From an optimization exercise on the open Yosys and OpenROAD flow, aimed at small area; shortcuts taken in it are not production practice.
Only simulation tests tie the RTL to the original design; equivalence was not proved.
Power is estimated from default activity; no workload was simulated.

==> flow/design.v <==
package fir_pkg;
  localparam int C_W_DEFAULT   = 16;
  localparam int C_NUM_DEFAULT = 33;
  typedef logic signed [C_W_DEFAULT-1:0] coeff_t;
  typedef enum logic [1:0] {
    IDLE,
    LOAD,
    ARMED,
    DRAIN
  } cbc_state_t;
  function automatic integer idx_width(input integer n);
    idx_width = (n > 1) ? $clog2(n) : 1;
  endfunction
endpackage
module fir_coeff_bank #(
  parameter int C_W   = 16,
  parameter int C_NUM = 33
) (
  input  logic                 clock,
  input  logic                 reset,
  input  logic                 shift,    
  input  logic                 keep,     
  input  logic [C_W-1:0]       wr_data,
  input  logic                 load,     
  input  logic                 hold,     
  output logic [C_NUM*C_W-1:0] coeff_flat
);
  localparam int N = C_NUM * C_W;
  logic [N-1:0] shadow_q;
  logic [N-1:0] active_q;
  logic         ld, hd;
  assign ld = load & ~reset;
  assign hd = hold & ~reset;
  always_ff @(posedge clock) begin
    shadow_q <= ({N{shift}} & {wr_data, shadow_q[N-1:C_W]}) | ({N{keep}} & shadow_q);
    active_q <= ({N{ld}} & shadow_q) | ({N{hd}} & active_q);
  end
  assign coeff_flat = active_q;
endmodule
module fir_coeff_bank_ctrl #(
  parameter int C_W   = fir_pkg::C_W_DEFAULT,
  parameter int C_NUM = fir_pkg::C_NUM_DEFAULT,
  parameter int IDX_W = fir_pkg::idx_width(C_NUM)
) (
  input  logic                 clock,
  input  logic                 reset,
  input  logic                 cfg_valid,
  output logic                 cfg_ready,
  input  logic [C_W-1:0]       cfg_data,
  input  logic                 cfg_last,
  input  logic                 commit_req,
  input  logic                 sample_strobe,
  output logic [C_NUM*C_W-1:0] coeff_flat,
  output logic                 bank_sel,
  output logic                 armed,
  output logic                 swap_done,
  output logic                 err_len
);
  logic [IDX_W-1:0] index_q, index_d;
  logic             drain_q, drain_d;
  logic             armed_q, armed_d;
  logic             bank_sel_q, bank_sel_d;
  logic             commit_pend_q, commit_pend_d;
  logic             err_len_q, err_len_d;
  logic             swap_stage_q, swap_stage_d;
  logic             swap_done_q;
  logic             cfg_ready_q, cfg_ready_d;
  logic             swap_idle_q;
  logic             xfer;
  logic             in_load;
  logic             at_final;
  assign xfer     = cfg_valid && cfg_ready_q;
  assign in_load  = (index_q != '0);
  if ((C_NUM - 1) == (1 << (IDX_W - 1))) begin : g_final_top_bit
    assign at_final = index_q[IDX_W-1];
  end else begin : g_final_cmp
    assign at_final = (index_q == IDX_W'(C_NUM - 1));
  end
  always_comb begin
    index_d       = index_q;
    drain_d       = drain_q;
    armed_d       = armed_q;
    bank_sel_d    = bank_sel_q;
    commit_pend_d = commit_pend_q;
    err_len_d     = 1'b0;
    swap_stage_d  = 1'b0;
    if (armed_q) begin
      if (commit_req) commit_pend_d = 1'b1;
      if (sample_strobe && (commit_pend_q || commit_req)) begin
        bank_sel_d    = ~bank_sel_q;
        commit_pend_d = 1'b0;
        armed_d       = 1'b0;
        swap_stage_d  = 1'b1;
      end
    end else if (drain_q) begin
      if (xfer && cfg_last) drain_d = 1'b0;
    end else begin
      if (in_load && commit_req) commit_pend_d = 1'b1;
      if (xfer) begin
        if (at_final && cfg_last) begin
          armed_d = 1'b1;
        end else if (at_final) begin
          drain_d   = 1'b1;
          err_len_d = 1'b1;
        end else if (cfg_last) begin
          err_len_d = 1'b1;
        end
      end
    end
    if (xfer) index_d = cfg_last ? '0 : index_q + 1'b1;
    if (err_len_d) commit_pend_d = 1'b0;
    cfg_ready_d = ~armed_d;
  end
  always_ff @(posedge clock) begin
    if (reset) begin
      index_q       <= '0;
      drain_q       <= 1'b0;
      armed_q       <= 1'b0;
      bank_sel_q    <= 1'b0;
      commit_pend_q <= 1'b0;
      err_len_q     <= 1'b0;
      swap_stage_q  <= 1'b0;
      swap_done_q   <= 1'b0;
      cfg_ready_q   <= 1'b0;
      swap_idle_q   <= 1'b1;
    end else begin
      index_q       <= index_d;
      drain_q       <= drain_d;
      armed_q       <= armed_d;
      bank_sel_q    <= bank_sel_d;
      commit_pend_q <= commit_pend_d;
      err_len_q     <= err_len_d;
      swap_stage_q  <= swap_stage_d;
      swap_done_q   <= swap_stage_q;
      cfg_ready_q   <= cfg_ready_d;
      swap_idle_q   <= ~swap_stage_d;
    end
  end
  fir_coeff_bank #(
    .C_W   (C_W),
    .C_NUM (C_NUM)
  ) u_bank (
    .clock      (clock),
    .reset      (reset),
    .shift      (xfer),
    .keep       (~cfg_valid | armed_q),
    .wr_data    (cfg_data),
    .load       (swap_stage_q),
    .hold       (swap_idle_q),
    .coeff_flat (coeff_flat)
  );
  assign cfg_ready = cfg_ready_q;
  assign bank_sel  = bank_sel_q;
  assign armed     = armed_q;
  assign swap_done = swap_done_q;
  assign err_len   = err_len_q;
endmodule
==> flow/config.mk <==
export PLATFORM = sky130hd
export DESIGN_NAME = fir_coeff_bank_ctrl
export DESIGN_NICKNAME = fir_coeff_bank_ctrl
export VERILOG_FILES = /design/flow/design.v
export SDC_FILE = /design/flow/constraint.sdc
export NUM_CORES = 4
export LEC_CHECK = 0
export CAP_MARGIN = 20
export CORE_MARGIN = 2
export CORE_UTILIZATION = 80
export SLEW_MARGIN = 20
export BUFFER_PORTS_ARGS = -buffer_cell sky130_fd_sc_hd__buf_1
export CTS_ARGS = -sink_clustering_enable -repair_clock_nets -dont_use_dummy_load -buf_list {sky130_fd_sc_hd__clkbuf_8} -sink_clustering_size 19 -sink_clustering_max_diameter 70
==> flow/constraint.sdc <==
create_clock -name core_clock -period 5.0 [get_ports {clock}]
set_input_delay 1.0000 -clock core_clock [delete_from_list [all_inputs] [get_ports {clock}]]
set_output_delay 1.0000 -clock core_clock [all_outputs]
set_load 0.01 [all_outputs]
standard.sh (not shown) runs the stock make flow with config.mk's settings and CLKGATE_MAP_FILE= SYNTH_SCRIPT=/design/flow/synth_recipe.tcl, a recipe that flattens the netlist after the stock synthesis.
==> flow/flow/run.sh <==
#!/bin/bash
# Standard ORFS layout (the standard.sh, standard synthesis unchanged) with
# two changes: port buffers use the smallest buffer, and CTS builds larger
# sink clusters from clkbuf_8 without dummy loads.
set -e
cat >> config.mk <<'EOF'
export BUFFER_PORTS_ARGS = -buffer_cell sky130_fd_sc_hd__buf_1
export CTS_ARGS = -sink_clustering_enable -repair_clock_nets -dont_use_dummy_load -buf_list {sky130_fd_sc_hd__clkbuf_8} -sink_clustering_size 19 -sink_clustering_max_diameter 70
EOF
bash standard.sh > standard.log 2>&1
Next try:
--- a/flow/design.v
+++ b/flow/design.v
@@ -62,12 +62,13 @@
   logic             bank_sel_q, bank_sel_d;
   logic             commit_pend_q, commit_pend_d;
   logic             err_len_q, err_len_d;
   logic             swap_stage_q, swap_stage_d;
   logic             swap_done_q;
   logic             cfg_ready_q, cfg_ready_d;
+  logic             cfg_busy_q;
   logic             swap_idle_q;
   logic             xfer;
   logic             in_load;
   logic             at_final;
   assign xfer     = cfg_valid && cfg_ready_q;
   assign in_load  = (index_q != '0);
@@ -94,23 +95,25 @@
       end
     end else if (drain_q) begin
       if (xfer && cfg_last) drain_d = 1'b0;
     end else begin
       if (in_load && commit_req) commit_pend_d = 1'b1;
       if (xfer) begin
+        index_d = '0;
         if (at_final && cfg_last) begin
           armed_d = 1'b1;
         end else if (at_final) begin
           drain_d   = 1'b1;
           err_len_d = 1'b1;
         end else if (cfg_last) begin
           err_len_d = 1'b1;
+        end else begin
+          index_d = index_q + 1'b1;
         end
       end
     end
-    if (xfer) index_d = cfg_last ? '0 : index_q + 1'b1;
     if (err_len_d) commit_pend_d = 1'b0;
     cfg_ready_d = ~armed_d;
   end
   always_ff @(posedge clock) begin
     if (reset) begin
       index_q       <= '0;
@@ -119,34 +122,36 @@
       bank_sel_q    <= 1'b0;
       commit_pend_q <= 1'b0;
       err_len_q     <= 1'b0;
       swap_stage_q  <= 1'b0;
       swap_done_q   <= 1'b0;
       cfg_ready_q   <= 1'b0;
+      cfg_busy_q    <= 1'b1;
       swap_idle_q   <= 1'b1;
     end else begin
       index_q       <= index_d;
       drain_q       <= drain_d;
       armed_q       <= armed_d;
       bank_sel_q    <= bank_sel_d;
       commit_pend_q <= commit_pend_d;
       err_len_q     <= err_len_d;
       swap_stage_q  <= swap_stage_d;
       swap_done_q   <= swap_stage_q;
       cfg_ready_q   <= cfg_ready_d;
+      cfg_busy_q    <= ~cfg_ready_d;
       swap_idle_q   <= ~swap_stage_d;
     end
   end
   fir_coeff_bank #(
     .C_W   (C_W),
     .C_NUM (C_NUM)
   ) u_bank (
     .clock      (clock),
     .reset      (reset),
     .shift      (xfer),
-    .keep       (~cfg_valid | armed_q),
+    .keep       (~cfg_valid | cfg_busy_q),
     .wr_data    (cfg_data),
     .load       (swap_stage_q),
     .hold       (swap_idle_q),
     .coeff_flat (coeff_flat)
   );
   assign cfg_ready = cfg_ready_q;
=> The new run finished with timing, DRC and antenna clean. Global-route usage rises by 2.0 points. Final cell count is about the same. Power rises by 9.6%. Setup slack gets worse by 0.036 ns. Die area falls by 1.6%. Area after synthesis drops by 1.7%. Register-to-register slack improved by 0.06 ns. Wire length increases by 3.1%. Core utilization increases by 2.1 points. Non-clock buffer count went up by 4. Design area grows by 0.35%. First-iteration DRC count rises by 3.3%.

==> port drivers added, routing unchanged <==
In the flow no input, the clock included, has a driving cell. The finished layouts below were timed again as built, in two steps.
Step 1, drivers: a clkbuf_16 drives clock and a buf_2 each remaining input, both assumed.
Step 2 adds t to the input delays and takes it off the output delays; t is the mean of the earliest and latest rising clock arrival at the registers after step 1. Input paths then give back, and output paths get back, about the clock's delay inside the block.
Slacks: ideal / step 1 / step 2; pairs: ideal / step 1.
run | t (ns) | setup slack, ns | worst hold slack (ns)
the first run | 0.680 | 2.561 / 2.507 / 1.917 | 0.465 / 0.465 / 0.465
the second run | 0.702 | 2.525 / 2.468 / 1.828 | 0.476 / 0.476 / 0.476
After both steps setup and hold are still met in every run listed. The setup slack of the second run, which loses most, moves by -0.057 ns with the drivers and by -0.697 ns with both steps.
